Context: an optimization exercise on an open-source flow, tuned for small area, a short achievable clock period and few clock cycles. The choices shown serve that exercise and are no tape-out recipe.
The RTL was checked by simulation tests, not by an equivalence proof against the original design.
No activity file was given, so power comes from the tool's default toggle rates.

==> design.v <==
`timescale 1ns/1ps
module cpuCore (
  input  logic        CLK,
  input  logic        RST,
  input  logic        en,
  input  logic        start,
  output logic [7:0]  instAddr,
  input  logic [15:0] inst,
  output logic [7:0]  dataAddr,
  output logic        dataWe,
  output logic [15:0] dataOut,
  input  logic [15:0] dataIn,
  output logic        running
);
  localparam logic [4:0] OP_HALT = 5'b00001, OP_LOAD = 5'b00010, OP_STORE = 5'b00011,
    OP_ADD = 5'b10000, OP_ADDI = 5'b10001, OP_SUB = 5'b10011, OP_SUBI = 5'b10100,
    OP_INC = 5'b10110, OP_LDIL = 5'b10111, OP_LDIH = 5'b11000, OP_XOR = 5'b11001,
    OP_AND = 5'b11010, OP_OR = 5'b11011;
  logic        runQ, haltedQ, resumed;
  logic [7:0]  pc;
  logic [15:0] regs [8];
  logic [7:0]  valid;   
  logic [15:0] opA, opB;
  logic [2:0]  eDest;
  logic [3:0]  eOff;
  logic        eWrites, eHalt, eStore, eInvB, eCin, eSra;
  logic        eSelSum, eSelLog, eSelShl, eSelShr, eSelLoad;
  logic [3:0]  eTt, fTt;
  logic [15:0] logicOut;
  logic [15:0] sum, shIn, shl, shr, res;
  logic [4:0]  fOp;
  logic [7:0]  fImm;
  logic [15:0] rA, rB, vA, nB, immValA, immValB;
  logic [7:0]  eWriting, usable, matchA, matchB;
  logic        fwdA, fwdB, immA, immB, bUsesD, fWrites;
  assign instAddr = pc;
  assign fOp  = inst[15:11];
  assign fImm = inst[7:0];
  assign bUsesD = (fOp == OP_STORE) || (fOp == OP_ADDI) || (fOp == OP_SUBI);
  assign immA   = (fOp == OP_ADDI) || (fOp == OP_SUBI);
  assign immValA = (fOp == OP_SUBI) ? {8'hFF, ~fImm} : {8'h00, fImm};
  always_comb begin
    case (fOp)
      OP_LDIL: begin immB = 1'b1; immValB = {8'h00, fImm}; end
      OP_LDIH: begin immB = 1'b1; immValB = {fImm, 8'h00}; end
      OP_INC:  begin immB = 1'b1; immValB = 16'd1; end
      default: begin immB = 1'b0; immValB = 16'd0; end
    endcase
  end
  always_comb begin
    for (int i = 0; i < 8; i++) begin
      eWriting[i] = runQ && eWrites && eDest == 3'(i);
      usable[i]   = valid[i] && !eWriting[i];
      matchA[i]   = inst[6:4] == 3'(i);
      matchB[i]   = bUsesD ? inst[10:8] == 3'(i) : inst[2:0] == 3'(i);
    end
  end
  assign fwdA = |(matchA & eWriting) && !immA;
  assign fwdB = |(matchB & eWriting) && !immB;
  always_comb begin
    rA = '0;
    rB = '0;
    for (int i = 0; i < 8; i++) begin
      rA = rA | ({16{matchA[i] && usable[i] && !immA}} & regs[i]);
      rB = rB | ({16{matchB[i] && usable[i] && !immB}} & regs[i]);
    end
  end
  assign vA = rA | ({16{immA}} & immValA) | ({16{fwdA}} & res);
  assign nB = rB | immValB | ({16{fwdB}} & res);
  always_comb begin
    case (fOp)
      OP_XOR:  fTt = 4'b0110;
      OP_AND:  fTt = 4'b1000;
      OP_OR:   fTt = 4'b1110;
      default: fTt = 4'b1010;
    endcase
  end
  assign fWrites = (fOp == OP_LOAD) || (fOp[4] && fOp != 5'b10010 && fOp != 5'b10101);
  always_ff @(posedge CLK) begin
    opA      <= vA;
    opB      <= nB;
    eDest    <= inst[10:8];
    eOff     <= inst[3:0];
    eWrites  <= fWrites;
    eHalt    <= (fOp == OP_HALT);
    eStore   <= (fOp == OP_STORE);
    eInvB    <= (fOp == OP_SUB);
    eCin     <= (fOp == OP_SUB) || (fOp == OP_SUBI);
    eSra     <= fOp[0] && fOp[4:1] == 4'b1111;
    eSelSum  <= (fOp == OP_ADD) || (fOp == OP_ADDI) || (fOp == OP_SUB) ||
                (fOp == OP_SUBI) || (fOp == OP_INC);
    eSelLog  <= (fOp == OP_XOR) || (fOp == OP_AND) || (fOp == OP_OR) ||
                (fOp == OP_LDIL) || (fOp == OP_LDIH);
    eTt      <= fTt;
    eSelShl  <= (fOp[4:1] == 4'b1110);
    eSelShr  <= (fOp[4:1] == 4'b1111);
    eSelLoad <= (fOp == OP_LOAD);
  end
  assign sum = opA + (opB ^ {16{eInvB}}) + {15'd0, eCin};
  always_comb begin
    for (int i = 0; i < 16; i++) begin
      shIn[i] = eSelShl ? opA[15-i] : opA[i];
    end
    shr = 16'($signed({eSra & opA[15], shIn}) >>> opB[3:0]);
    for (int i = 0; i < 16; i++) begin
      shl[i] = shr[15-i];
    end
  end
  always_comb begin
    for (int i = 0; i < 16; i++) begin
      logicOut[i] = eTt[{opA[i], opB[i]}];
    end
  end
  assign res = ({16{eSelSum}}  & sum) |
               ({16{eSelLog}}  & logicOut) |
               ({16{eSelShl}}  & shl) |
               ({16{eSelShr}}  & shr) |
               ({16{eSelLoad}} & dataIn);
  always_ff @(posedge CLK) begin
    if (runQ && eWrites) begin
      regs[eDest] <= res;
    end
  end
  always_ff @(posedge CLK or posedge RST) begin
    if (RST) begin
      valid <= '0;
    end else if (runQ && eWrites) begin
      valid[eDest] <= 1'b1;
    end
  end
  assign dataAddr = opA[7:0] + {4'h0, eOff};
  assign dataOut  = opB;
  assign dataWe   = runQ && eStore;
  assign running = runQ && !(eHalt && !resumed);
  always_ff @(posedge CLK or posedge RST) begin
    if (RST) begin
      runQ    <= 1'b0;
      haltedQ <= 1'b0;
      resumed <= 1'b0;
      pc      <= '0;
    end else begin
      resumed <= 1'b0;
      if (runQ) begin
        if (eHalt) begin
          runQ    <= 1'b0;
          haltedQ <= 1'b1;
        end else if (!en) begin
          runQ <= 1'b0;   
        end else begin
          pc <= pc + 8'd1;
        end
      end else if (en && start && !haltedQ) begin
        runQ    <= 1'b1;
        resumed <= 1'b1;
        pc      <= pc + 8'd1;
      end
    end
  end
endmodule
==> flow/run.sh <==
#!/bin/bash
# Standard layout, with the port buffers made of sky130_fd_sc_hd__buf_1
# instead of the delay buffer buffer_ports picks by default.
set -euo pipefail
export BUFFER_PORTS_ARGS="-buffer_cell sky130_fd_sc_hd__buf_1"
bash standard.sh > standard.log 2>&1
==> standard.sh <==
#!/bin/bash
# synth_recipe.tcl (not shown) runs the flow's synth.tcl, then flattens the netlist and writes it again
# the make line also repeats each setting of config.mk as NAME=value (left out here)
make -C /OpenROAD-flow-scripts/flow DESIGN_CONFIG=/design/flow/config.mk WORK_HOME=/design/flow/orfs CLKGATE_MAP_FILE= SYNTH_SCRIPT=/design/flow/synth_recipe.tcl "${@:-finish}"
==> config.mk <==
export PLATFORM = sky130hd
export DESIGN_NAME = cpuCore
export DESIGN_NICKNAME = cpuCore
export VERILOG_FILES = /design/flow/design.v
export SDC_FILE = /design/flow/constraint.sdc
export NUM_CORES = 4
export LEC_CHECK = 0
export CAP_MARGIN = 20
export CORE_AREA = 5.06 5.44 215.41 214.88
export CTS_BUF_LIST = sky130_fd_sc_hd__clkbuf_4 sky130_fd_sc_hd__clkbuf_8
export DIE_AREA = 0 0 220.41 220.32
export GPL_TIMING_DRIVEN = 0
export SETUP_SLACK_MARGIN = 2.0
export SLEW_MARGIN = 20
export TNS_END_PERCENT = 5
==> constraint.sdc <==
create_clock -name core_clock -period 5.0 [get_ports {CLK}]
set_input_delay 1.0000 -clock core_clock [delete_from_list [all_inputs] [get_ports {CLK}]]
set_output_delay 1.0000 -clock core_clock [all_outputs]
set_load 0.01 [all_outputs]
==> results of run 1 <==
==> metrics by stage <==
| step | total power, mW | area, µm² |
|---|---|---|
| floorplan | 3.03 | 11400 |
| global placement | 3.53 | 12400 |
| detailed placement | 3.54 | 12600 |
| CTS | 4.60 | 13200 |
| global route | 4.88 | 13400 |
| finish | 4.68 | 13400 |
==> cell usage after synthesis, types with 5 or more instances <==
master       n
edfxtp_1   128
nand2_1    101
a22oi_1     67
dfxtp_1     53
nor2_1      52
o21ai_0     45
clkbuf_1    40
a21oi_1     32
inv_1       31
a221oi_1    30
a222oi_1    29
xor2_1      26
ha_1        25
mux2_2      24
a21o_1      22
nand3_1     22
dfrtp_1     19
mux2i_1     19
nor3_1      19
nand4_1     18
xnor2_1     17
buf_2       15
nand2b_1    15
o2111ai_1   15
a22o_1      14
mux4_2      12
a211oi_1     9
and3_1       9
a211o_1      8
a221o_1      8
and2_1       8
nor2b_1      7
o21a_1       7
or3_1        7
buf_1        6
nor4_1       5
==> path summary, 6_finish.rpt <==
path | from | to | slack (ns) | depth (start not counted)
max | inst[15] | opB[1]$_DFF_P_ | 1.53 | 12
min | haltedQ$_DFFE_PP0P_ | resumed$_DFF_PP0_ | 0.46 | 1
max reg2reg | opB[0]$_DFF_P_ | regs[4][14]$_DFFE_PP_ | 1.65 | 14
min reg2reg | haltedQ$_DFFE_PP0P_ | resumed$_DFF_PP0_ | 0.46 | 1
max in group asynchronous | RST | haltedQ$_DFFE_PP0P_ | 3.91 | 2
min in group asynchronous | RST | pc[3]$_DFFE_PP0P_ | 0.59 | 2
==> power by group <==
| group | internal, mW | switching [mW] | total [mW] |
|---|---|---|---|
| combinational | 0.612 | 0.947 | 1.56 |
| sequential | 1.93 | 0.176 | 2.11 |
| clock | 0.374 | 0.643 | 1.02 |
==> sequential cells by signal, summed over array words and instances, names as in the netlist, 3 cells and up <==
register / count
eDest: 3
valid: 8
eOff: 4
pc: 8
regs: 128
opA: 16
eTt: 3
opB: 16
==> what timing repair did <==
action,in CTS,in global routing
pin swaps,12,14
buffers inserted,17,7
resized for setup,25,47
endpoints found under the setup margin,151,156
==> logic make-up after synthesis <==
logic type      Yosys count  share of synthesized area [%]
compound gates          315                           21.3
simple gates            288                           13.1
flops                   200                           47.7
buf+inv                  97                           3.66
mux                      61                           7.57
xor+xnor                 43                           3.34
fa+ha+maj                28                           3.31
==> area by class of cell <==
| cell class | instances | area [µm²] |
|---|---|---|
| diodes | 2 | 5.00 |
| repair buffers | 104 | 569 |
| clock buffers | 17 | 234 |
| plain buffers | 66 | 399 |
| flip-flops and latches | 200 | 5400 |
| multi-input cells | 735 | 5780 |
| well taps | 592 | 741 |
| clock inverters | 15 | 150 |
| inverters | 31 | 120 |
| fillers | 4518 | 30600 |
==> layer usage <==
metal	global-route usage (%)	routed length, µm
met5	0	0
met4	8.36	2230
met3	2.54	3780
met2	27.0	19100
met1	20.9	15900
==> summary.md, run 1 <==
| Metric | Value |
|---|---|
| Vias per std cell | 5.54 |
| CTS Buf Count | 17 |
| Drt first pass iters | 9 |
| Layout cells sized above 1 | 17.7% |
| Vias in the first global route | 9414 |
| Synthesized Nets | 1096 |
| CP max FO | 10 |
| Most frequent cells in the layout | edfxtp_1 (128), nand2_1 (101), buf_1 (71) |
| Worst setup EP type | flip-flop |
| Worst-path cell chain | buf_1, buf_2, xor2_1, a22o_1, buf_6, buf_6, mux2i_1, nor4b_4, buf_2, a22oi_1, nand4_1, a21o_1 |
| Num rows | 77 |
| Clock sinks | 200 |
| H-Tree Depth | 4 |
| Initial Util | 25.6% |
| Port Buffers | 67 |
| RePlAce Congestion | 0.939 |
| Post-synth EDFFs | 128 |
| WL final | 41.0 mm |
| Fin. max-slew vios | 0 |
| Setup violators final | 0 |
| Commonest non-fill, non-tap cell in the layout | edfxtp_1 |
| First-pass GRT wire length | 60.6 mm |
| Register area share after synthesis | 47.7% |
| Setup TNS | 0 ns |
| CTS clock-pin slew for the worst setup and hold paths | 0.11 ns |
| Worst Max-Slew Pin Slew | 1.06 ns |
| Largest net degree at the start of global routing | 21 |
| MaxCap Viol Count | 0 |
| Worst-Skew Late Latency | 0.49 ns |
| Die W | 220 µm |
| IO Pins | 70 |
| Synth Flop Type | edfxtp_1 |
| Ys async rst share | 9.50% |
| Pre-CTS setup slack | 0.751 ns |
| Critical path type | in2reg |
| CTS root buffer | clkbuf_8 |
| Global route overflow | 0 |
| Post-synth top area cell | edfxtp_1 |
| DRC Markers | 0 |
| Mean Syn Cell Area | 10.9 µm² |
| Top area cells in the synthesized netlist | edfxtp_1 (34%), dfxtp_1 (9.4%), a22oi_1 (4.5%), dfrtp_1 (4.2%), nand2_1 (3.4%) |
| Final core utilization | 30.4% |
| Hold_buf cts | 0 |
| Peak Freq | 0.288 GHz |
| GRT Util Overall | 16.4% |
| Die area | 48600 µm² |
| Area grow syn2layout | 18.9% |
| Synth Register Bits | 200 |
| Worst Path Required | 5.43 ns |
| Status | timing/DRC/antenna clean |
| Delay-heaviest family, CP | buffers and inverters |
| Relative max-transition margin | 29.0% |
| Gate Count Post-Synth | 1032 |
| Final Hold Viols | 0 |
| Fin crit period | 3.47 ns |
| NumNets Final | 1219 |
| Tightest Hold Check Type | reg2reg |
| Placed instance count | 1704 |
| Core area | 44000 µm² |
| Synth top area share | 34.1% |
| Static Leak | 4.85 nW |
| Peak supply drop | 0.179 mV |
| Fin crit share | 69.3% |
| Clock skew | 0.0214 ns |
| Crit path DAT | 3.89 ns |
| WHS | 0.463 ns |
| RSZ-0062 raised after global routing | true |
| Initial antenna violation count | 2 |
| WL per Instance | 23.3 µm |
| Post-synthesis cell type count | 74 |
| CTS tree | done |
| Largest stage delay on the critical path | 0.74 ns |
| Chip Height | 220 µm |
| Mapped Area | 11300 µm² |
| CP Launch Type | primary input |
| Max Buffers Root-to-Sink | 2 |
| Synth warn | 1 |
| Starting DRC count in detailed routing | 1504 |
| Worst path slowest cell | nor4b_4 |
| Final worst-path setup slack | 1.53 ns |
| Buf+Inv Stages, Crit Path | 5 |
| Post-route ant nets | 0 |
| Power per cell area | 350 nW/µm² |
| Post-Layout Cell Count | 1762 |
| DR vias | 9755 |
| HPWL after DPL | 30.3 mm |
Testbench counts, summed over its fixed seeds: cycles 9,192.
==> inputs of run 2 (changes only) <==
--- a/config.mk
+++ b/config.mk
@@ -8,8 +8,9 @@
 export CAP_MARGIN = 20
 export CORE_AREA = 5.06 5.44 215.41 214.88
 export CTS_BUF_LIST = sky130_fd_sc_hd__clkbuf_4 sky130_fd_sc_hd__clkbuf_8
+export CTS_CLUSTER_DIAMETER = 80
+export CTS_CLUSTER_SIZE = 25
 export DIE_AREA = 0 0 220.41 220.32
-export GPL_TIMING_DRIVEN = 0
 export SETUP_SLACK_MARGIN = 2.0
 export SLEW_MARGIN = 20
 export TNS_END_PERCENT = 5
==> run 2 against run 1 <==
Critical path depth is 5 lower; wire length is 2.2% lower; non-clock buffer count is 44 lower; sequential share of layout area is 0.60 points higher; worst setup slack better by 0.31 ns; highest routed layer unchanged.
==> summary.md, run 2 <==
| Metric | Value |
|---|---|
| Worst-Skew Late Latency | 0.48 ns (about the same) |
| Area grow syn2layout | 17.3% |
| Global route overflow | 0 (unchanged) |
| CTS root buffer | clkbuf_8 |
| Worst setup EP type | flip-flop |
| DR vias | 9617 (-1.4%) |
| Synth top cells by count | edfxtp_1 (128), nand2_1 (101), a22oi_1 (67), dfxtp_1 (53), nor2_1 (52) |
| Core area | 44000 µm² (unchanged) |
| Critical path type | reg2reg |
| Die area | 48600 µm² (unchanged) |
| Synth top area share | 34.1% (unchanged) |
| Port Buffers | 69 (+3.0%) |
| Max FFs per register | 128 (unchanged) |
| Most flops, register | regs |
| CP Launch Type | flip-flop |
| Fillers | 4477 (-0.91%) |
| Tot Pwr | 4.66 mW (-0.42%) |
| Clock skew | 0.0135 ns (-0.00797 ns) |
| Tightest Hold Check Type | reg2reg |
| WL final | 40.1 mm (-2.2%) |
| Synth Register Bits | 200 (unchanged) |
| Top area cells in the synthesized netlist | edfxtp_1 (34%), dfxtp_1 (9.4%), a22oi_1 (4.5%), dfrtp_1 (4.2%), nand2_1 (3.4%) |
| Crit path DAT | 3.22 ns (-0.67 ns) |
| Placed instance count | 1657 (-2.8%) |
| Synth warn | 1 (unchanged) |
| Most frequent CP cell | mux2_2 |
| Largest stage delay on the critical path | 0.58 ns (-0.16 ns) |
| DRC Markers | 0 (unchanged) |
| Post-Layout Cell Count | 1717 (-2.6%) |
| H-Tree Depth | 4 (unchanged) |
| Initial Util | 25.6% (unchanged) |
| Most numerous cell in the Yosys netlist | edfxtp_1 |
| MaxCap Viol Count | 0 (unchanged) |
| Power per cell area | 353 nW/µm² (+0.95%) |
| WL per Instance | 23.4 µm (+0.40%) |
| Ys async rst share | 9.50% (unchanged) |
| Largest net degree at the start of global routing | 20 (-4.8%) |
| Vias per std cell | 5.60 (+1.2%) |
| Num rows | 77 (unchanged) |
| Post-synth EDFFs | 128 (unchanged) |
| Final core utilization | 30.0% (-0.41 points) |
| RSZ-0062 raised after global routing | true |
| Initial antenna violation count | 1 (-1) |
| Fin crit share | 63.1% (-6.2 points) |
| Max Buffers Root-to-Sink | 2 (unchanged) |
| Peak Freq | 0.317 GHz (+9.8%) |
| Post-route ant nets | 0 (unchanged) |
| Final Hold Viols | 0 (unchanged) |
| Status | timing/DRC/antenna clean |
| Clock sinks | 200 (unchanged) |
| Synthesized Nets | 1096 (unchanged) |
| Vias in the first global route | 9399 (-0.16%) |
| Commonest non-fill, non-tap cell in the layout | edfxtp_1 |
| Final worst-path setup slack | 1.84 ns (+0.311 ns) |
| Most frequent cells in the layout | edfxtp_1 (128), nand2_1 (101), a22oi_1 (67) |
| Post-synth top area cell | edfxtp_1 |
| Worst path slowest cell | mux4_1 |
| GRT Util Overall | 16.0% (-0.35 points) |
| Relative max-transition margin | 14.0% (-15 points) |
| Setup violators final | 0 (unchanged) |
| Biggest regs | regs x128, opA x16, opB x16 |
| Starting DRC count in detailed routing | 1137 (-24%) |
| CTS clock-pin slew for the worst setup and hold paths | 0.10 ns (about the same) |
| HPWL after DPL | 27.2 mm (-10%) |
| Worst-path cell chain | buf_4, mux4_1, mux2_2, mux2_2, a221o_1, nand2_1, nand3_1 |
| Post-synthesis cell type count | 74 (unchanged) |
| IO Pins | 70 (unchanged) |
| Setup TNS | 0 ns (unchanged) |
| CTS Buf Count | 17 (unchanged) |
| CTS tree | done |
| Pre-CTS setup slack | 0.856 ns (+0.106 ns) |
| CP max FO | 10 (unchanged) |
| Worst Max-Slew Pin Slew | 1.28 ns (+0.224 ns) |
| Mapped Area | 11300 µm² (unchanged) |
| Drt first pass iters | 6 (-3) |
| First-pass GRT wire length | 59.2 mm (-2.2%) |
| Chip Height | 220 µm (unchanged) |
| Peak supply drop | 0.175 mV (-2.1%) |
| Die W | 220 µm (unchanged) |
| Synth Flop Type | edfxtp_1 |
| Worst Path Required | 5.06 ns (-0.37 ns) |
| RePlAce Congestion | 0.915 (-2.6%) |
| Register area share after synthesis | 47.7% (unchanged) |
| Gate Count Post-Synth | 1032 (unchanged) |
| NumNets Final | 1175 (-3.6%) |
| Fin. max-slew vios | 0 (unchanged) |
| Fin crit period | 3.16 ns (-0.311 ns) |
| Mean Syn Cell Area | 10.9 µm² (unchanged) |
| Static Leak | 4.82 nW (-0.52%) |
| Layout cells sized above 1 | 18.7% (+0.96 points) |
[run 2: cell counts after synthesis]
Identical to the previous run, type by type.
[run 2: layout make-up]
type	count	area, µm²	share of cell area (%)
multi-input combinational	735	5770	43.6
sequential	200	5410	40.9
timing repair buffer	126	769	5.82
tap	592	741	5.60
clock buffer	18	241	1.83
clock inverter	14	171	1.30
inverter	31	120	0.909
antenna	1	2.50	0.0189
[run 2: power breakdown]
group | internal (mW) | leakage, nW | switching (mW)
sequential | 1.93 | 1.86 | 0.206
combinational | 0.590 | 2.75 | 0.880
clock | 0.465 | 0.209 | 0.592
total | 2.99 | 4.82 | 1.68
[run 2: timing repair]
| item | in CTS | in global routing |
|---|---|---|
| pin swaps | 11 | 13 |
| setup endpoints to repair | 167 | 122 |
| hold buffers | 0 | 0 |
| resized for setup | 40 | 27 |
| setup buffers | 21 | 6 |
[run 2: metrics by stage]
step | instance area [µm²] | hold WS [ns]
global placement | 12300 | 0.443
global route | 13200 | 0.486
finish | 13200 | 0.461
CTS | 13100 | 0.467
floorplan | 11400 | 0.422
detailed placement | 12300 | 0.440
[run 2: critical path, delay by kind of cell (launching register included)]
| family | cells | cell delay [ns] |
|---|---|---|
| AO/OA/AOI/OAI | 1 | 0.45 |
| buffers and inverters | 1 | 0.18 |
| flip-flops | 1 | 0.44 |
| multiplexers | 3 | 1.19 |
| AND/OR/NAND/NOR | 2 | 0.48 |
[run 2: routing by layer]
metal	up-vias	global-route usage [%]	wire [µm]
met4	0	7.20	1560
met1	4695	21.2	16300
met2	593	26.2	18900
li1	4216	-	-
met5	-	0	0
met3	113	2.35	3380
[run 2: cells by family after synthesis]
kind of cell / share of synthesized area (%)
fa+ha+maj: 3.31
flops: 47.7
xor+xnor: 3.34
simple gates: 13.1
mux: 7.57
compound gates: 21.3
buf+inv: 3.66
[run 2: final timing paths]
| kind | slack [ns] | from | cells past startpoint | to |
|---|---|---|---|---|
| min in group asynchronous | 0.61 | RST | 2 | runQ$_DFF_PP0_ |
| hold / removal | 0.46 | valid[7]$_DFFE_PP0P_ | 1 | valid[7]$_DFFE_PP0P_ |
| setup / recovery | 1.84 | opB[0]$_DFF_P_ | 7 | regs[1][1]$_DFFE_PP_ |
| max in group asynchronous | 3.92 | RST | 2 | valid[3]$_DFFE_PP0P_ |
| hold reg to reg | 0.46 | valid[7]$_DFFE_PP0P_ | 1 | valid[7]$_DFFE_PP0P_ |
| setup reg to reg | 1.84 | opB[0]$_DFF_P_ | 7 | regs[1][1]$_DFFE_PP_ |
==> inputs of run 3 (changes only) <==
--- a/config.mk
+++ b/config.mk
@@ -8,9 +8,7 @@
 export CAP_MARGIN = 20
 export CORE_AREA = 5.06 5.44 215.41 214.88
 export CTS_BUF_LIST = sky130_fd_sc_hd__clkbuf_4 sky130_fd_sc_hd__clkbuf_8
-export CTS_CLUSTER_DIAMETER = 80
-export CTS_CLUSTER_SIZE = 25
 export DIE_AREA = 0 0 220.41 220.32
 export SETUP_SLACK_MARGIN = 2.0
 export SLEW_MARGIN = 20
-export TNS_END_PERCENT = 5
+export TNS_END_PERCENT = 50
==> run 3 against run 2 <==
Synthesized cell count stayed put; combinational power about the same; global-route usage down 0.25 points; sequential share of layout area about the same; fmax is essentially flat; critical path type unchanged.
==> summary.md, run 3 <==
| Metric | Value |
|---|---|
| Vias in the first global route | 9493 (+1.0%) |
| Buf+Inv Stages, Crit Path | 4 (+3) |
| Synth top cells by count | edfxtp_1 (128), nand2_1 (101), a22oi_1 (67), dfxtp_1 (53), nor2_1 (52) |
| Most flops, register | regs |
| GRT Util Overall | 15.8% (-0.25 points) |
| RSZ-0062 raised after global routing | true |
| Crit path depth | 13 (+6) |
| Mapped Area | 11300 µm² (unchanged) |
| Vias per std cell | 5.66 (+1.1%) |
| Fillers | 4472 (-0.11%) |
| IO Pins | 70 (unchanged) |
| CTS tree | done |
| Initial Util | 25.6% (unchanged) |
| CP startpoint | eInvB$_DFF_P_ |
| Critical Path End | regs[0][14]$_DFFE_PP_ |
| Static Leak | 4.79 nW (-0.53%) |
| MaxCap Viol Count | 0 (unchanged) |
| Reg2reg start | eInvB$_DFF_P_ |
| Fin. max-slew vios | 0 (unchanged) |
| Tot Pwr | 4.65 mW (-0.34%) |
| Num rows | 77 (unchanged) |
| Status | timing/DRC/antenna clean |
| Post-synth top area cell | edfxtp_1 |
| Commonest non-fill, non-tap cell in the layout | edfxtp_1 |
| Layout cells sized above 1 | 19.7% (+1.0 points) |
| Mean Syn Cell Area | 10.9 µm² (unchanged) |
| Register area share after synthesis | 47.7% (unchanged) |
| Reg2Reg Depth | 13 (+6) |
| Synth top area share | 34.1% (unchanged) |
| Worst Path Required | 5.20 ns (+0.14 ns) |
| NumNets Final | 1173 (-0.17%) |
| Peak Freq | 0.317 GHz (about the same) |
| Power per cell area | 351 nW/µm² (-0.43%) |
| Core area | 44000 µm² (unchanged) |
| Crit path DAT | 3.36 ns (+0.14 ns) |
| Synth Flop Type | edfxtp_1 |
| Post-synth EDFFs | 128 (unchanged) |
| Clock sinks | 200 (unchanged) |
| Die W | 220 µm (unchanged) |
| Setup violators final | 0 (unchanged) |
| Ant. Diodes | 0 (-1) |
| Most numerous cell in the Yosys netlist | edfxtp_1 |
| Tightest Hold Check Type | reg2reg |
| Fin crit share | 63.2% (about the same) |
| CTS clock-pin slew for the worst setup and hold paths | 0.11 ns (about the same) |
| R2R setup slack | 1.84 ns (about the same) |
| Setup TNS | 0 ns (unchanged) |
| Worst Max-Slew Pin Slew | 1.12 ns (-0.157 ns) |
| Hold_buf cts | 0 (unchanged) |
| Largest stage delay on the critical path | 0.46 ns (-0.12 ns) |
| Synth Register Bits | 200 (unchanged) |
| Gate Count Post-Synth | 1032 (unchanged) |
| Max Buffers Root-to-Sink | 2 (unchanged) |
| Die area | 48600 µm² (unchanged) |
| Initial antenna violation count | 0 (-1) |
| Worst setup EP type | flip-flop |
| Clock skew | 0.0185 ns (+0.00508 ns) |
| Synth warn | 1 (unchanged) |
| Final worst-path setup slack | 1.84 ns (-0.00241 ns) |
| Critical path type | reg2reg |
| Worst-path cell chain | buf_12, xnor2_4, fa_2, inv_2, fa_2, a21oi_2, o211ai_1, o41ai_2, buf_4, a31oi_4, xor2_1, a221oi_4, inv_2 |
| Post-synthesis cell type count | 74 (unchanged) |
| Pre-CTS setup slack | 0.866 ns (+0.00926 ns) |
| Drt first pass iters | 8 (+2) |
| HPWL after DPL | 27.1 mm (-0.33%) |
| Worst r2r dst | regs[0][14]$_DFFE_PP_ |
| Biggest regs | regs x128, opA x16, opB x16 |
| Top area cells in the synthesized netlist | edfxtp_1 (34%), dfxtp_1 (9.4%), a22oi_1 (4.5%), dfrtp_1 (4.2%), nand2_1 (3.4%) |
| Global route overflow | 0 (unchanged) |
| CP Launch Type | flip-flop |
| Post-route ant nets | 0 (unchanged) |
| Starting DRC count in detailed routing | 1351 (+19%) |
| Largest net degree at the start of global routing | 20 (unchanged) |
| Final Hold Viols | 0 (unchanged) |
| Chip Height | 220 µm (unchanged) |
| CTS Buf Count | 17 (unchanged) |
| DR vias | 9705 (+0.92%) |
| Synthesized Nets | 1096 (unchanged) |
| Relative max-transition margin | 25.0% (+11 points) |
| WL final | 39.5 mm (-1.5%) |
| RePlAce Congestion | 0.918 (+0.32%) |
| DRC Markers | 0 (unchanged) |
| Max FFs per register | 128 (unchanged) |
| Most frequent cells in the layout | edfxtp_1 (128), nand2_1 (101), a22oi_1 (67) |
| WL per Instance | 23.1 µm (-1.3%) |
| Fin crit period | 3.16 ns (+0.00241 ns) |
| CP max FO | 8 (-2) |
| Worst-Skew Late Latency | 0.48 ns (about the same) |
| Worst path slowest cell | a221oi_4 |
| CTS root buffer | clkbuf_8 |
| Peak supply drop | 0.180 mV (+2.8%) |
| First-pass GRT wire length | 58.5 mm (-1.2%) |
| H-Tree Depth | 4 (unchanged) |
| Area grow syn2layout | 17.4% (about the same) |
| Ys async rst share | 9.50% (unchanged) |
| Port Buffers | 69 (unchanged) |
| Delay-heaviest family, CP | compound AO/OA/AOI/OAI gates |
run 3: cell counts after synthesis:
No cell type changed its count.
run 3: how the worst min path moves through the flow:
stage / to / from / cells after the start
final: valid[7]$_DFFE_PP0P_ / valid[7]$_DFFE_PP0P_ / 1
after global routing: valid[7]$_DFFE_PP0P_ / valid[7]$_DFFE_PP0P_ / 1
after CTS: valid[7]$_DFFE_PP0P_ / valid[7]$_DFFE_PP0P_ / 1
after detailed placement: valid[7]$_DFFE_PP0P_ / valid[7]$_DFFE_PP0P_ / 1
after global placement: valid[7]$_DFFE_PP0P_ / valid[7]$_DFFE_PP0P_ / 1
after floorplan: valid[7]$_DFFE_PP0P_ / valid[7]$_DFFE_PP0P_ / 1
run 3: per-layer routing:
metal,track usage [%],up-vias,share of wire [%]
met5,0,-,0
met4,7.20,0,3.9
met3,2.83,117,9.0
met2,25.5,621,47
met1,20.7,4747,40
li1,-,4220,-
run 3: metrics by stage:
stage	hold slack (ns)	instance area, µm²	utilization, %	std cells
2_1_floorplan	0.422	11400	-	1032
3_3_place_gp	0.443	12300	27.9	1650
3_5_place_dp	0.443	12300	27.9	1650
4_1_cts	0.471	13100	29.7	1704
5_1_grt	0.497	13200	30.1	1714
6_report	0.463	13200	30.1	1714
run 3: layout make-up:
cell class	instances	area, µm²	area share [%]
multi-input cells	735	5830	44.1
inverters	31	128	0.965
repair buffers	124	732	5.53
well taps	592	741	5.60
clock inverters	15	156	1.18
clock buffers	17	234	1.77
flip-flops and latches	200	5410	40.9
run 3: power by group:
part	internal (mW)	total, mW	switching, mW	leakage [nW]
sequential	1.93	2.17	0.235	1.86
clock	0.416	1.03	0.613	0.197
combinational	0.592	1.45	0.860	2.74
run 3: kinds of logic (layout without fill, tap and decap cells):
family | count (synthesis) | after routing | share of synthesized area [%]
AO/OA/AOI/OAI | 315 | 315 | 21.3
XOR/XNOR | 43 | 43 | 3.34
adder cells (fa/ha/maj) | 28 | 28 | 3.31
buffers and inverters | 97 | 187 | 3.66
flip-flops | 200 | 200 | 47.7
multiplexers | 61 | 61 | 7.57
AND/OR/NAND/NOR | 288 | 288 | 13.1
run 3: what timing repair did:
| action | CTS | global route |
|---|---|---|
| buffers inserted | 22 | 10 |
| gates resized for setup | 57 | 31 |
| pin swaps | 25 | 15 |
| endpoints found under the setup margin | 167 | 94 |
==> inputs of run 4 (changes only) <==
--- a/config.mk
+++ b/config.mk
@@ -11,4 +11,3 @@
 export DIE_AREA = 0 0 220.41 220.32
 export SETUP_SLACK_MARGIN = 2.0
 export SLEW_MARGIN = 20
-export TNS_END_PERCENT = 50
==> run 4 against run 3 <==
Synthesized cell count is the same; via count shrank 0.37%; wire length grew 0.22%; core utilization grew 0.16 points; worst setup slack gained 0.037 ns; critical endpoint unchanged; fmax grew 1.2%; largest power group unchanged; area after synthesis is the same; critical path depth is the same; die area is the same; non-clock buffer count grew 2.
==> summary.md, run 4 <==
| Metric | Value |
|---|---|
| Status | timing/DRC/antenna clean |
| Share of power burned in registers | 46.6% (about the same) |
| NumNets Final | 1175 (+0.17%) |
| Peak Freq | 0.320 GHz (+1.2%) |
| Largest net degree at the start of global routing | 20 (unchanged) |
| MaxCap Viol Count | 0 (unchanged) |
| Biggest regs | regs x128, opA x16, opB x16 |
| Post-synth top area cell | edfxtp_1 |
| Num rows | 77 (unchanged) |
| Sw Share | 36.7% (-0.085 points) |
| Worst Path Required | 5.20 ns (about the same) |
| Worst Max-Slew Pin Slew | 1.12 ns (-0.00671 ns) |
| Post-route ant nets | 0 (unchanged) |
| CP startpoint | eInvB$_DFF_P_ |
| Die W | 220 µm (unchanged) |
| CP max FO | 8 (unchanged) |
| Register area share after synthesis | 47.7% (unchanged) |
| Peak supply drop | 0.180 mV (-0.17%) |
| WL final | 39.6 mm (+0.22%) |
| DRC Markers | 0 (unchanged) |
| Most numerous cell in the Yosys netlist | edfxtp_1 |
| HPWL after DPL | 27.1 mm (unchanged) |
| Max Buffers Root-to-Sink | 2 (unchanged) |
| Hold_buf cts | 0 (unchanged) |
| R2R setup slack | 1.88 ns (+0.04 ns) |
| Critical path type | reg2reg |
| Worst-Skew Late Latency | 0.48 ns (about the same) |
| GRT Util Overall | 15.8% (about the same) |
| Mapped Area | 11300 µm² (unchanged) |
| End of the worst hold path | valid[7]$_DFFE_PP0P_ |
| Mean Syn Cell Area | 10.9 µm² (unchanged) |
| Gate Count Post-Synth | 1032 (unchanged) |
| Hold Path Stages | 1 (unchanged) |
| Internal power | 2.95 mW (+0.30%) |
| Fin crit share | 62.4% (-0.74 points) |
| Power per cell area | 350 nW/µm² (-0.36%) |
| Chip Height | 220 µm (unchanged) |
| Static Leak | 4.81 nW (+0.43%) |
| Synth top cells by count | edfxtp_1 (128), nand2_1 (101), a22oi_1 (67), dfxtp_1 (53), nor2_1 (52) |
| IO Pins | 70 (unchanged) |
| Die area | 48600 µm² (unchanged) |
| Top area cells in the synthesized netlist | edfxtp_1 (34%), dfxtp_1 (9.4%), a22oi_1 (4.5%), dfrtp_1 (4.2%), nand2_1 (3.4%) |
| Clock skew | 0.0181 ns (-0.000417 ns) |
| DR vias | 9669 (-0.37%) |
| CTS Buf Count | 17 (unchanged) |
| Worst r2r dst | regs[0][14]$_DFFE_PP_ |
| Most flops, register | regs |
| Max FFs per register | 128 (unchanged) |
| CTS root buffer | clkbuf_8 |
| Setup TNS | 0 ns (unchanged) |
| Synthesized Nets | 1096 (unchanged) |
| Setup violators final | 0 (unchanged) |
| WL per Instance | 23.1 µm (+0.10%) |
| Ys async rst share | 9.50% (unchanged) |
| Initial antenna violation count | 0 (unchanged) |
| RSZ-0062 raised after global routing | true |
| Core area | 44000 µm² (unchanged) |
| Pre-CTS setup slack | 0.866 ns (unchanged) |
| Final Hold Viols | 0 (unchanged) |
| Synth Flop Type | edfxtp_1 |
| Sw power | 1.71 mW (about the same) |
| Initial Util | 25.6% (unchanged) |
| CP Launch Type | flip-flop |
| Starting DRC count in detailed routing | 1367 (+1.2%) |
| Synth Register Bits | 200 (unchanged) |
| Crit path DAT | 3.32 ns (-0.04 ns) |
| Post-synth EDFFs | 128 (unchanged) |
| First-pass GRT wire length | 58.6 mm (+0.11%) |
| Clock sinks | 200 (unchanged) |
| Layout cells sized above 1 | 20.2% (+0.50 points) |
| Synth top area share | 34.1% (unchanged) |
| Reg2Reg Depth | 13 (unchanged) |
| Port Buffers | 69 (unchanged) |
| Worst setup EP type | flip-flop |
| Post-synthesis cell type count | 74 (unchanged) |
| Relative max-transition margin | 25.5% (+0.45 points) |
| CTS clock-pin slew for the worst setup and hold paths | 0.11 ns (about the same) |
| H-Tree Depth | 4 (unchanged) |
| Commonest non-fill, non-tap cell in the layout | edfxtp_1 |
| Worst Hold Launch | valid[7]$_DFFE_PP0P_ |
| CTS tree | done |
| Vias in the first global route | 9512 (+0.20%) |
| Global route overflow | 0 (unchanged) |
| Fin. max-slew vios | 0 (unchanged) |
| Reg2reg start | eInvB$_DFF_P_ |
| Synth warn | 1 (unchanged) |
| Clock share of power | 21.9% (-0.2 points) |
| Most frequent cells in the layout | edfxtp_1 (128), nand2_1 (101), a22oi_1 (67) |
| Final worst-path setup slack | 1.88 ns (+0.0368 ns) |
| Ant. Diodes | 0 (unchanged) |
| Tightest Hold Check Type | reg2reg |
| Vias per std cell | 5.63 (-0.49%) |
| Comb power frac | 31.5% (+0.3 points) |
| RePlAce Congestion | 0.918 (unchanged) |
| Fin crit period | 3.12 ns (-0.0368 ns) |
| Area grow syn2layout | 18.0% |
| Drt first pass iters | 10 (+2) |
[run 4: power by group through the flow]
| stage | clock network (mW) | logic, mW | registers (mW) |
|---|---|---|---|
| after detailed placement | 0 | 1.28 | 2.21 |
| final | 1.02 | 1.47 | 2.17 |
| after floorplan | 0 | 0.938 | 2.09 |
| after global placement | 0 | 1.27 | 2.20 |
| after global routing | 1.11 | 1.57 | 2.19 |
| after CTS | 1.04 | 1.40 | 2.16 |
[run 4: worst max-delay path, stage by stage, from the launching register on]
cell	delay, ns
dfxtp_2	0.34
buf_12	0.13
xnor2_4	0.15
fa_2	0.24
inv_2	0.04
fa_2	0.35
a21oi_2	0.16
o211ai_1	0.16
o41ai_2	0.22
buf_4	0.20
a31oi_4	0.09
xor2_1	0.20
a221oi_4	0.44
inv_2	0.13
[run 4: how the worst max path moves through the flow]
| stage | cells after the start | end |
|---|---|---|
| 2_1_floorplan | 11 | opB[5]$_DFF_P_ |
| 3_3_place_gp | 8 | opB[5]$_DFF_P_ |
| 3_5_place_dp | 8 | opB[5]$_DFF_P_ |
| 4_1_cts | 9 | dataAddr[6] |
| 5_1_grt | 13 | regs[0][14]$_DFFE_PP_ |
| 6_report | 13 | regs[0][14]$_DFFE_PP_ |
[run 4: through the flow]
step | area, µm² | power [mW] | utilization, % | hold WS (ns) | cells
6_report | 13300 | 4.66 | 30.2 | 0.466 | 1716
5_1_grt | 13300 | 4.86 | 30.2 | 0.499 | 1716
4_1_cts | 13100 | 4.59 | 29.7 | 0.471 | 1705
3_5_place_dp | 12300 | 3.49 | 27.9 | 0.443 | 1650
3_3_place_gp | 12300 | 3.47 | 27.9 | 0.443 | 1650
2_1_floorplan | 11400 | 3.03 | - | 0.422 | 1032
[run 4: per-layer routing]
metal	global-route usage (%)	vias to the layer above	share of wire, %
li1	-	4221	-
met5	0	-	0
met2	25.6	621	47
met3	2.83	113	9.5
met1	20.7	4714	39
met4	7.20	0	3.9
[run 4: cells by family (layout without fill, tap and decap cells)]
kind of cell               count (synthesis)  in the layout  synth area share (%)
AOI/OAI and AO/OA                        315            315                  21.3
xor gates and xnor gates                  43             43                  3.34
adders and majority gates                 28             28                  3.31
buffers and inverters                     97            189                  3.66
DFF                                      200            200                  47.7
muxes                                     61             61                  7.57
and+or+nand+nor                          288            288                  13.1
[run 4: area by class of cell]
| type | count | area [µm²] |
|---|---|---|
| Fill cell | 4465 | 30700 |
| Multi-Input combinational cell | 735 | 5870 |
| Sequential cell | 200 | 5410 |
| Timing Repair Buffer | 126 | 763 |
| Tap cell | 592 | 741 |
| Clock buffer | 17 | 234 |
| Clock inverter | 15 | 156 |
| Inverter | 31 | 128 |
[run 4: what timing repair did]
action | 4_1_cts | 5_1_grt
pin swaps | 30 | 20
buffers inserted | 23 | 11
resized for setup | 63 | 29
setup endpoints to repair | 167 | 94
==> inputs of run 5 (changes only) <==
--- a/config.mk
+++ b/config.mk
@@ -11,3 +11,4 @@
 export DIE_AREA = 0 0 220.41 220.32
 export SETUP_SLACK_MARGIN = 2.0
 export SLEW_MARGIN = 20
+export TNS_END_PERCENT = 15
==> run 5 against run 4 <==
Register-to-register slack worse by 0.07 ns; global-route usage is 0.37 points higher; wire length is 1.4% higher; largest power group unchanged; clock skew is 0.0081 ns higher; non-clock buffer count is 2 higher; critical path depth is 1 lower.
==> summary.md, run 5 <==
| Metric | Value |
|---|---|
| Crit path DAT | 3.49 ns (+0.17 ns) |
| Most frequent cells in the layout | edfxtp_1 (128), nand2_1 (101), a22oi_1 (67) |
| Top area cells in the synthesized netlist | edfxtp_1 (34%), dfxtp_1 (9.4%), a22oi_1 (4.5%), dfrtp_1 (4.2%), nand2_1 (3.4%) |
| Die W | 220 µm (unchanged) |
| Vias per std cell | 5.62 (-0.24%) |
| Max Buffers Root-to-Sink | 2 (unchanged) |
| Synth top cells by count | edfxtp_1 (128), nand2_1 (101), a22oi_1 (67), dfxtp_1 (53), nor2_1 (52) |
| CTS tree | done |
| Critical Path End | opA[12]$_DFF_P_ |
| Fin crit share | 63.7% (+1.3 points) |
| Post-route ant nets | 0 (unchanged) |
| Drt first pass iters | 6 (-4) |
| Fillers | 4469 (+0.090%) |
| Synth top area share | 34.1% (unchanged) |
| Most frequent CP cell | fa_2 |
| Ys async rst share | 9.50% (unchanged) |
| Power per cell area | 354 nW/µm² (+0.99%) |
| DRC Markers | 0 (unchanged) |
| Worst-Skew Late Latency | 0.49 ns (about the same) |
| Critical path type | reg2reg |
| Peak supply drop | 0.181 mV (+0.40%) |
| Area grow syn2layout | 17.8% |
| Post-synthesis cell type count | 74 (unchanged) |
| DR vias | 9668 (-0.010%) |
| HPWL after DPL | 27.1 mm (+0.18%) |
| Relative max-transition margin | 27.9% (+2.4 points) |
| Final Hold Viols | 0 (unchanged) |
| H-Tree Depth | 4 (unchanged) |
| Commonest non-fill, non-tap cell in the layout | edfxtp_1 |
| Synth warn | 1 (unchanged) |
| NumNets Final | 1178 (+0.26%) |
| Post-synth top area cell | edfxtp_1 |
| Status | timing/DRC/antenna clean |
| WL final | 40.2 mm (+1.4%) |
| Gate Count Post-Synth | 1032 (unchanged) |
| Initial antenna violation count | 1 (+1) |
| Setup violators final | 0 (unchanged) |
| Post-synth EDFFs | 128 (unchanged) |
| Largest stage delay on the critical path | 0.46 ns (+0.02 ns) |
| Worst Max-Slew Pin Slew | 1.08 ns (-0.0366 ns) |
| Die area | 48600 µm² (unchanged) |
| Max FFs per register | 128 (unchanged) |
| CTS Buf Count | 17 (unchanged) |
| Pre-CTS setup slack | 0.749 ns (-0.117 ns) |
| First-pass GRT wire length | 59.2 mm (+1.1%) |
| Clock sinks | 200 (unchanged) |
| CTS clock-pin slew for the worst setup and hold paths | 0.11 ns (about the same) |
| Reg2Reg Depth | 12 (-1) |
| Synth Flop Type | edfxtp_1 |
| Reg2reg start | eInvB$_DFF_P_ |
| Global route overflow | 0 (unchanged) |
| Largest net degree at the start of global routing | 20 (unchanged) |
| Num rows | 77 (unchanged) |
| CP Launch Type | flip-flop |
| Chip Height | 220 µm (unchanged) |
| Static Leak | 4.81 nW (-0.20%) |
| Setup TNS | 0 ns (unchanged) |
| WL per Instance | 23.4 µm (+1.2%) |
| Design Area, Final | 13300 µm² (-0.15%) |
| Vias in the first global route | 9448 (-0.67%) |
| Most flops, register | regs |
| Tightest Hold Check Type | reg2reg |
| Delay-heaviest family, CP | compound AO/OA/AOI/OAI gates |
| GRT Util Overall | 16.2% (+0.37 points) |
| Worst r2r dst | opA[12]$_DFF_P_ |
| Layout cells sized above 1 | 19.2% (-1.0 points) |
| RSZ-0062 raised after global routing | true |
| Fin crit period | 3.19 ns (+0.0654 ns) |
| IO Pins | 70 (unchanged) |
| Starting DRC count in detailed routing | 1403 (+2.6%) |
| Synth Register Bits | 200 (unchanged) |
| Biggest regs | regs x128, opA x16, opB x16 |
| Initial Util | 25.6% (unchanged) |
| Peak Freq | 0.314 GHz (-2.1%) |
| Synthesized Nets | 1096 (unchanged) |
| Final worst-path setup slack | 1.81 ns (-0.0654 ns) |
| Placement Cell Area | 12300 µm² (+0.35%) |
| CTS root buffer | clkbuf_8 |
| Fin. max-slew vios | 0 (unchanged) |
| CP max FO | 3 (-5) |
| Clock skew | 0.0262 ns (+0.00806 ns) |
| Port Buffers | 69 (unchanged) |
| R2R setup slack | 1.81 ns (-0.07 ns) |
| Buf+Inv Stages, Crit Path | 2 (-2) |
| Mapped Area | 11300 µm² (unchanged) |
| Mean Syn Cell Area | 10.9 µm² (unchanged) |
| Worst-path cell chain | buf_12, xnor2_4, fa_2, inv_2, fa_2, a21oi_2, o211ai_1, o41ai_2, a221oi_2, xor2_1, a221oi_4, o2111ai_1 |
| Most numerous cell in the Yosys netlist | edfxtp_1 |
| Register area share after synthesis | 47.7% (unchanged) |
| MaxCap Viol Count | 0 (unchanged) |
| Worst setup EP type | flip-flop |
| Crit path depth | 12 (-1) |
| Core area | 44000 µm² (unchanged) |
| Worst Path Required | 5.31 ns (+0.11 ns) |
| CP startpoint | eInvB$_DFF_P_ |
| Hold Path Stages | 1 (unchanged) |
| RePlAce Congestion | 0.942 (+2.7%) |
| Worst path slowest cell | a221oi_4 |
run 5: stage by stage:
stage / cells / power (mW) / hold WS (ns) / utilization, %
after floorplan: 1032 / 3.03 / 0.422 / -
after global placement: 1657 / 3.48 / 0.443 / 28.0
after detailed placement: 1657 / 3.49 / 0.442 / 28.0
after CTS: 1711 / 4.64 / 0.466 / 29.8
after global routing: 1719 / 4.91 / 0.500 / 30.2
final: 1720 / 4.70 / 0.461 / 30.2
run 5: cell families after synthesis:
family                   count (synthesis)  synth area share [%]
AND/OR/NAND/NOR                        288                  13.1
flip-flops                             200                  47.7
buffers and inverters                   97                  3.66
AO/OA/AOI/OAI                          315                  21.3
multiplexers                            61                  7.57
adder cells (fa/ha/maj)                 28                  3.31
XOR/XNOR                                43                  3.34
run 5: cell type report:
cell class / instances / area, µm² / area share, %
multi-input combinational: 736 / 5830 / 43.9
sequential: 200 / 5410 / 40.7
timing repair buffer: 128 / 756 / 5.69
tap: 592 / 741 / 5.58
clock buffer: 20 / 263 / 1.98
clock inverter: 12 / 155 / 1.17
inverter: 31 / 128 / 0.961
antenna: 1 / 2.50 / 0.0188
run 5: per-layer routing:
layer / up-vias / GRT usage [%] / part of all wire (%)
li1: 4223 / - / -
met1: 4760 / 21.7 / 41
met2: 598 / 26.3 / 48
met3: 85 / 3.02 / 8.9
met4: 2 / 5.72 / 2.7
met5: - / 0 / 0.032
run 5: worst register-to-register path, cell delays in order (launching register included):
cell and delay (ns):
dfxtp_2 0.34, buf_12 0.13, xnor2_4 0.16, fa_2 0.24, inv_2 0.04, fa_2 0.35, a21oi_2 0.16, o211ai_1 0.15
o41ai_2 0.36, a221oi_2 0.13, xor2_1 0.19, a221oi_4 0.46, o2111ai_1 0.30
run 5: how the worst min path moves through the flow:
stage                           endpoint                  from  slack (ns)
floorplan           valid[7]$_DFFE_PP0P_  valid[7]$_DFFE_PP0P_        0.42
global placement    valid[7]$_DFFE_PP0P_  valid[7]$_DFFE_PP0P_        0.44
detailed placement  valid[7]$_DFFE_PP0P_  valid[7]$_DFFE_PP0P_        0.44
CTS                    resumed$_DFF_PP0_   haltedQ$_DFFE_PP0P_        0.47
global route        valid[7]$_DFFE_PP0P_  valid[7]$_DFFE_PP0P_        0.50
finish              valid[7]$_DFFE_PP0P_  valid[7]$_DFFE_PP0P_        0.46
run 5: power breakdown:
| group | switching, mW | internal (mW) | total, mW |
|---|---|---|---|
| logic | 0.871 | 0.583 | 1.45 |
| registers | 0.216 | 1.93 | 2.15 |
| clock network | 0.604 | 0.491 | 1.09 |
| total | 1.69 | 3.00 | 4.70 |
run 5: timing repair:
action | 4_1_cts | 5_1_grt
setup buffers | 21 | 7
resized for setup | 51 | 22
hold buffers | 0 | 0
gates cloned | 1 | 0
setup endpoints to repair | 167 | 121
pin swaps | 10 | 9
==> inputs of run 6 (changes only) <==
--- a/config.mk
+++ b/config.mk
@@ -11,4 +11,4 @@
 export DIE_AREA = 0 0 220.41 220.32
 export SETUP_SLACK_MARGIN = 2.0
 export SLEW_MARGIN = 20
-export TNS_END_PERCENT = 15
+export TNS_END_PERCENT = 25
==> run 6 against run 5 <==
Worst setup slack gained 0.0097 ns; synthesized cell count is the same; via count shrank 0.72%; sequential power is essentially flat; power shrank 0.90%; non-clock buffer count shrank 3; hold slack gained 0.0061 ns; combinational power is essentially flat; fmax grew 0.30%; critical endpoint is now opA[14]$_DFF_P_; largest power group unchanged.
==> summary.md, run 6 <==
| Metric | Value |
|---|---|
| Fin. max-slew vios | 0 (unchanged) |
| Most flops, register | regs |
| Fin crit period | 3.18 ns (-0.00965 ns) |
| Core area | 44000 µm² (unchanged) |
| Biggest regs | regs x128, opA x16, opB x16 |
| Peak Freq | 0.315 GHz (+0.30%) |
| Global route overflow | 0 (unchanged) |
| Static Leak | 4.79 nW (-0.29%) |
| Top area cells in the synthesized netlist | edfxtp_1 (34%), dfxtp_1 (9.4%), a22oi_1 (4.5%), dfrtp_1 (4.2%), nand2_1 (3.4%) |
| Synth warn | 1 (unchanged) |
| Relative max-transition margin | 22.6% (-5.3 points) |
| Reg2Reg Depth | 12 (unchanged) |
| Ant. Diodes | 0 (-1) |
| CP Launch Type | flip-flop |
| Clock skew | 0.0147 ns (-0.0114 ns) |
| Setup TNS | 0 ns (unchanged) |
| Most numerous cell in the Yosys netlist | edfxtp_1 |
| Initial antenna violation count | 0 (-1) |
| Num rows | 77 (unchanged) |
| Die area | 48600 µm² (unchanged) |
| Power per cell area | 352 nW/µm² (-0.33%) |
| NumNets Final | 1174 (-0.34%) |
| First-pass GRT wire length | 58.9 mm (-0.56%) |
| Synth Register Bits | 200 (unchanged) |
| DRC Markers | 0 (unchanged) |
| Most frequent cells in the layout | edfxtp_1 (128), nand2_1 (101), a22oi_1 (67) |
| Synthesized Nets | 1096 (unchanged) |
| HPWL after DPL | 27.3 mm (+0.58%) |
| Starting DRC count in detailed routing | 1301 (-7.3%) |
| Tot Pwr | 4.65 mW (-0.90%) |
| Area of the multi-input gates | 5780 µm² (-0.82%) |
| CTS root buffer | clkbuf_8 |
| Port Buffers | 69 (unchanged) |
| Crit path DAT | 3.48 ns (about the same) |
| Status | timing/DRC/antenna clean |
| WL per Instance | 23.0 µm (-1.5%) |
| Worst Hold Launch | eHalt$_DFF_P_ |
| Critical Path End | opA[14]$_DFF_P_ |
| Max FFs per register | 128 (unchanged) |
| Layout cells sized above 1 | 18.6% (-0.56 points) |
| Register area share after synthesis | 47.7% (unchanged) |
| Worst Path Required | 5.30 ns (about the same) |
| Hold_buf cts | 0 (unchanged) |
| IO Pins | 70 (unchanged) |
| RSZ-0062 raised after global routing | true |
| Synth top cells by count | edfxtp_1 (128), nand2_1 (101), a22oi_1 (67), dfxtp_1 (53), nor2_1 (52) |
| Post-synth EDFFs | 128 (unchanged) |
| Setup violators final | 0 (unchanged) |
| CTS Buf Count | 17 (unchanged) |
| Post-route ant nets | 0 (unchanged) |
| R2R setup slack | 1.82 ns (about the same) |
| CP startpoint | opB[0]$_DFF_P_ |
| Gate Count Post-Synth | 1032 (unchanged) |
| Fin crit share | 63.5% (-0.19 points) |
| CP max FO | 3 (unchanged) |
| Ys async rst share | 9.50% (unchanged) |
| H-Tree Depth | 4 (unchanged) |
| Tightest Hold Check Type | reg2reg |
| Chip Height | 220 µm (unchanged) |
| Worst Max-Slew Pin Slew | 1.16 ns (+0.0799 ns) |
| Fillers | 4481 (+0.27%) |
| Synth Flop Type | edfxtp_1 |
| Synth top area share | 34.1% (unchanged) |
| Mean Syn Cell Area | 10.9 µm² (unchanged) |
| Final Hold Viols | 0 (unchanged) |
| Vias per std cell | 5.60 (-0.43%) |
| Post-synth top area cell | edfxtp_1 |
| Peak supply drop | 0.160 mV (-11%) |
| Clock sinks | 200 (unchanged) |
| GRT Util Overall | 15.9% (-0.26 points) |
| Vias in the first global route | 9401 (-0.50%) |
| Worst-Skew Late Latency | 0.48 ns (about the same) |
| RePlAce Congestion | 0.905 (-3.9%) |
| Die W | 220 µm (unchanged) |
| MaxCap Viol Count | 0 (unchanged) |
| Post-synthesis cell type count | 74 (unchanged) |
| Final core utilization | 30.0% (-0.17 points) |
| Post-Layout Cell Count | 1715 (-0.29%) |
| Mapped Area | 11300 µm² (unchanged) |
| Area grow syn2layout | 17.2% |
| Reg2reg start | opB[0]$_DFF_P_ |
| Initial Util | 25.6% (unchanged) |
| WL final | 39.4 mm (-1.8%) |
| Placed instance count | 1656 (-0.060%) |
| Drt first pass iters | 6 (unchanged) |
| Critical path type | reg2reg |
| Worst r2r dst | opA[14]$_DFF_P_ |
| DR vias | 9598 (-0.72%) |
| Commonest non-fill, non-tap cell in the layout | edfxtp_1 |
| Worst setup EP type | flip-flop |
| CTS clock-pin slew for the worst setup and hold paths | 0.11 ns (about the same) |
| Sequential cell area | 5410 µm² (about the same) |
| Largest net degree at the start of global routing | 20 (unchanged) |
| Max Buffers Root-to-Sink | 2 (unchanged) |
| CTS tree | done |
==> run 6: worst min-delay path by stage <==
stage                           end  depth (start not counted)
3_5_place_dp   valid[7]$_DFFE_PP0P_                          1
3_3_place_gp   valid[7]$_DFFE_PP0P_                          1
6_report        haltedQ$_DFFE_PP0P_                          1
2_1_floorplan  valid[7]$_DFFE_PP0P_                          1
5_1_grt         haltedQ$_DFFE_PP0P_                          1
4_1_cts        valid[7]$_DFFE_PP0P_                          1
==> run 6: worst max-delay path: stages, from the launching register on <==
cell and delay, ns:
dfxtp_4 0.39, xnor2_4 0.17, fa_2 0.24, inv_2 0.05, fa_2 0.39, a21oi_2 0.18
o211ai_1 0.16, o41ai_2 0.22, buf_4 0.19, a31oi_1 0.09, xor2_1 0.18, a221oi_4 0.45
o2111ai_1 0.29
==> run 6: power by group <==
group | internal [mW] | switching, mW | leakage [nW]
clock | 0.471 | 0.596 | 0.209
combinational | 0.576 | 0.864 | 2.72
sequential | 1.93 | 0.215 | 1.86
total | 2.98 | 1.68 | 4.79
==> run 6: logic make-up (layout without fill, tap and decap cells) <==
group / Yosys count / after routing / share of synthesized area (%)
and+or+nand+nor: 288 / 288 / 13.1
buffers and inverters: 97 / 188 / 3.66
adders and majority gates: 28 / 28 / 3.31
muxes: 61 / 61 / 7.57
AOI/OAI and AO/OA: 315 / 315 / 21.3
DFF: 200 / 200 / 47.7
xor gates and xnor gates: 43 / 43 / 3.34
==> run 6: final cells by class <==
| cell class | instances | area share [%] |
|---|---|---|
| timing repair buffer | 125 | 5.64 |
| clock buffer | 18 | 1.88 |
| sequential | 200 | 41.0 |
| multi-input combinational | 735 | 43.8 |
| clock inverter | 14 | 1.27 |
| inverter | 31 | 0.881 |
| tap | 592 | 5.61 |
==> run 6: metal layers <==
layer | wire length [µm] | up-vias | global-route usage (%)
li1 | - | 4210 | -
met1 | 15900 | 4701 | 20.9
met4 | 1700 | 0 | 7.01
met5 | 0 | - | 0
met2 | 18200 | 595 | 25.8
met3 | 3580 | 92 | 2.72
==> run 6: per-stage QoR <==
| stage | setup slack (ns) | instance area, µm² | hold slack, ns |
|---|---|---|---|
| floorplan | 1.98 | 11400 | 0.422 |
| detailed placement | 0.788 | 12300 | 0.442 |
| CTS | 1.76 | 13100 | 0.466 |
| global placement | 0.891 | 12300 | 0.443 |
| finish | 1.82 | 13200 | 0.468 |
| global route | 1.72 | 13200 | 0.476 |
==> run 6: timing repair <==
action	CTS	global route
setup buffers	21	6
resized for setup	41	21
endpoints found under the setup margin	167	72
pin swaps	15	19
==> inputs of run 7 (changes only) <==
--- a/config.mk
+++ b/config.mk
@@ -11,4 +11,4 @@
 export DIE_AREA = 0 0 220.41 220.32
 export SETUP_SLACK_MARGIN = 2.0
 export SLEW_MARGIN = 20
-export TNS_END_PERCENT = 25
+export TNS_END_PERCENT = 5
==> run 7 against run 6 <==
Non-clock buffer count increased by 1; wire length rose by 1.8%; area after synthesis stayed put; flip-flop and latch count unchanged; still clean on timing, DRC and antenna; final cell count grew 0.12%; sequential power barely moved; die area did not move; worst setup slack improved by 0.021 ns; fmax rose by 0.68%.
==> summary.md, run 7 <==
| Metric | Value |
|---|---|
| Synth warn | 1 (unchanged) |
| Chip Height | 220 µm (unchanged) |
| Die area | 48600 µm² (unchanged) |
| Num rows | 77 (unchanged) |
| Post-route ant nets | 0 (unchanged) |
| Max Buffers Root-to-Sink | 2 (unchanged) |
| Static Leak | 4.82 nW (+0.60%) |
| Peak Freq | 0.317 GHz (+0.68%) |
| Area of the multi-input gates | 5770 µm² (-0.24%) |
| MaxCap Viol Count | 0 (unchanged) |
| Vias in the first global route | 9399 (-0.021%) |
| IO Pins | 70 (unchanged) |
| Starting DRC count in detailed routing | 1137 (-13%) |
| Core area | 44000 µm² (unchanged) |
| Clock share of power | 22.7% (-0.2 points) |
| Final Hold Viols | 0 (unchanged) |
| Synthesized Nets | 1096 (unchanged) |
| RSZ-0062 raised after global routing | true |
| Sw power | 1.68 mW (+0.17%) |
| Most numerous cell in the Yosys netlist | edfxtp_1 |
| Setup violators final | 0 (unchanged) |
| Clock sinks | 200 (unchanged) |
| Worst-Skew Late Latency | 0.48 ns (about the same) |
| Initial Util | 25.6% (unchanged) |
| RePlAce Congestion | 0.915 (+1.0%) |
| Most frequent cells in the layout | edfxtp_1 (128), nand2_1 (101), a22oi_1 (67) |
| Biggest regs | regs x128, opA x16, opB x16 |
| CTS tree | done |
| Most frequent CP cell | mux2_2 |
| Global route overflow | 0 (unchanged) |
| First-pass GRT wire length | 59.2 mm (+0.60%) |
| Worst-path cell chain | buf_4, mux4_1, mux2_2, mux2_2, a221o_1, nand2_1, nand3_1 |
| NumNets Final | 1175 (+0.085%) |
| Post-synth EDFFs | 128 (unchanged) |
| Drt first pass iters | 6 (unchanged) |
| Synth top area share | 34.1% (unchanged) |
| Register area share after synthesis | 47.7% (unchanged) |
| Comb power frac | 31.5% (+0.5 points) |
| Gate Count Post-Synth | 1032 (unchanged) |
| Worst path slowest cell | mux4_1 |
| Worst Path Required | 5.06 ns (-0.24 ns) |
| Most flops, register | regs |
| GRT Util Overall | 16.0% (+0.13 points) |
| Synth Flop Type | edfxtp_1 |
| CTS clock-pin slew for the worst setup and hold paths | 0.10 ns (about the same) |
| Sequential cell area | 5410 µm² (about the same) |
| Fin crit share | 63.1% (-0.43 points) |
| Power per cell area | 353 nW/µm² (+0.14%) |
| Post-synth top area cell | edfxtp_1 |
| CTS Buf Count | 17 (unchanged) |
| Largest net degree at the start of global routing | 20 (unchanged) |
| Layout cells sized above 1 | 18.7% (+0.072 points) |
| Mean Syn Cell Area | 10.9 µm² (unchanged) |
| Share of power burned in registers | 45.8% (-0.3 points) |
| Top area cells in the synthesized netlist | edfxtp_1 (34%), dfxtp_1 (9.4%), a22oi_1 (4.5%), dfrtp_1 (4.2%), nand2_1 (3.4%) |
| DR vias | 9617 (+0.20%) |
| Die W | 220 µm (unchanged) |
| Worst Max-Slew Pin Slew | 1.28 ns (+0.120 ns) |
| Fillers | 4477 (-0.089%) |
| Status | timing/DRC/antenna clean |
| Synth top cells by count | edfxtp_1 (128), nand2_1 (101), a22oi_1 (67), dfxtp_1 (53), nor2_1 (52) |
| Sw Share | 36.0% (about the same) |
| Initial antenna violation count | 1 (+1) |
| Tightest Hold Check Type | reg2reg |
| CTS root buffer | clkbuf_8 |
| Relative max-transition margin | 14.0% (-8.6 points) |
| Post-synthesis cell type count | 74 (unchanged) |
| Area grow syn2layout | 17.3% |
| Fin. max-slew vios | 0 (unchanged) |
| Crit path DAT | 3.22 ns (-0.26 ns) |
| Worst setup EP type | flip-flop |
| Port Buffers | 69 (unchanged) |
| WL final | 40.1 mm (+1.8%) |
| Mapped Area | 11300 µm² (unchanged) |
| Ys async rst share | 9.50% (unchanged) |
| Max FFs per register | 128 (unchanged) |
| Critical path type | reg2reg |
| Internal power | 2.99 mW (+0.28%) |
| Clock skew | 0.0135 ns (-0.00129 ns) |
| Fin crit period | 3.16 ns (-0.0214 ns) |
| H-Tree Depth | 4 (unchanged) |
| Synth Register Bits | 200 (unchanged) |
| WL per Instance | 23.4 µm (+1.6%) |
| Commonest non-fill, non-tap cell in the layout | edfxtp_1 |
| Design Area, Final | 13200 µm² (+0.10%) |
| Largest stage delay on the critical path | 0.58 ns (+0.13 ns) |
| HPWL after DPL | 27.2 mm (-0.44%) |
| DRC Markers | 0 (unchanged) |
| Vias per std cell | 5.60 (about the same) |
| Peak supply drop | 0.175 mV (+9.2%) |
| CP Launch Type | flip-flop |
| Placement Cell Area | 12300 µm² (about the same) |
| Setup TNS | 0 ns (unchanged) |
| CP max FO | 10 (+7) |
[run 7: cell types whose count changed in the layout (fill, tap and decap cells not counted), sizes merged]
| cell | before | now |
|---|---|---|
| buf | 123 | 122 |
| clkbuf | 20 | 22 |
| clkinv | 7 | 8 |
| diode | 0 | 1 |
| inv | 35 | 34 |
[run 7: timing repair]
action | CTS | global route
pin swaps | 11 | 13
buffers inserted | 21 | 6
setup endpoints to repair | 167 | 122
hold buffers | 0 | 0
gates resized for setup | 40 | 27
hold endpoints to repair | 0 | 0
[run 7: layout make-up]
cell class              count  share of cell area [%]
flip-flops and latches    200                    40.9
repair buffers            126                    5.82
well taps                 592                    5.60
multi-input cells         735                    43.6
clock buffers              18                    1.83
diodes                      1                  0.0189
inverters                  31                   0.909
clock inverters            14                    1.30
[run 7: logic make-up (layout without fill, tap and decap cells)]
kind of cell	after synthesis	after routing	share of synthesized area [%]
AND/OR/NAND/NOR	288	288	13.1
multiplexers	61	61	7.57
AO/OA/AOI/OAI	315	315	21.3
adder cells (fa/ha/maj)	28	28	3.31
other	0	1	0
buffers and inverters	97	189	3.66
XOR/XNOR	43	43	3.34
flip-flops	200	200	47.7
[run 7: critical path, delay by kind of cell, from the launching register on]
family,cells,cell delay [ns]
mux,3,1.19
compound gates,1,0.45
flops,1,0.44
simple gates,2,0.48
buf+inv,1,0.18
[run 7: metal layers]
layer | vias up | global-route usage (%) | share of wire, % | wire [µm]
met5 | - | 0 | 0 | 0
met4 | 0 | 7.20 | 3.9 | 1560
met3 | 113 | 2.35 | 8.4 | 3380
met2 | 593 | 26.2 | 47 | 18900
met1 | 4695 | 21.2 | 40 | 16300
li1 | 4216 | - | - | -
[run 7: power groups by stage]
stage	Clock, mW	Sequential [mW]	Combinational [mW]
global route	1.14	2.15	1.58
finish	1.06	2.14	1.47
detailed placement	0	2.18	1.31
CTS	1.08	2.13	1.41
global placement	0	2.18	1.30
floorplan	0	2.09	0.938
[run 7: path summary, 6_finish.rpt]
check                                     startpoint              endpoint  slack, ns  cells past startpoint
worst max-delay path                  opB[0]$_DFF_P_  regs[1][1]$_DFFE_PP_       1.84                      7
max in group asynchronous                        RST  valid[3]$_DFFE_PP0P_       3.92                      2
worst min register to register  valid[7]$_DFFE_PP0P_  valid[7]$_DFFE_PP0P_       0.46                      1
worst min-delay path            valid[7]$_DFFE_PP0P_  valid[7]$_DFFE_PP0P_       0.46                      1
min in group asynchronous                        RST        runQ$_DFF_PP0_       0.61                      2
worst max register to register        opB[0]$_DFF_P_  regs[1][1]$_DFFE_PP_       1.84                      7
[run 7: metrics by stage]
step / setup slack [ns] / cells / hold WS (ns) / utilization [%] / power [mW]
4_1_cts: 1.82 / 1710 / 0.467 / 29.7 / 4.62
5_1_grt: 1.74 / 1717 / 0.486 / 30.0 / 4.87
3_3_place_gp: 0.981 / 1657 / 0.443 / 28.0 / 3.48
6_report: 1.84 / 1717 / 0.461 / 30.0 / 4.66
3_5_place_dp: 0.856 / 1657 / 0.440 / 28.0 / 3.50
2_1_floorplan: 1.98 / 1032 / 0.422 / - / 3.03

[what the ideal ports hide]
In the flow no input, the clock included, has a driving cell. The finished layouts below were timed again as built, in two steps. Step 1 assumes that a clkbuf_16 drives the clock port and a buf_2 every other input. Step 2, shift: input delay + t, output delay - t, t = (earliest + latest rising clock arrival at the registers) / 2. This alone moves slack from input paths to output paths. Three values: ideal ports, drivers, drivers and shift; two values: the first two.
run	shift t [ns]	setup WS [ns]	worst register clock-pin slew, ns
run 1	0.528	1.533 / 1.542 / 1.014	0.12 / 0.12
run 2	0.518	1.844 / 1.844 / 1.478	0.11 / 0.11
run 3	0.518	1.842 / 1.842 / 1.540	0.12 / 0.12
run 4	0.511	1.878 / 1.837 / 1.562	0.11 / 0.11
run 5	0.514	1.813 / 1.813 / 1.443	0.12 / 0.12
run 6	0.520	1.823 / 1.823 / 1.531	0.11 / 0.11
run 7	0.518	1.844 / 1.844 / 1.478	0.11 / 0.11
After both steps setup and hold are still met in every run listed. The setup slack of run 1, which loses most, moves by +0.009 ns with the drivers and by -0.519 ns with both steps.
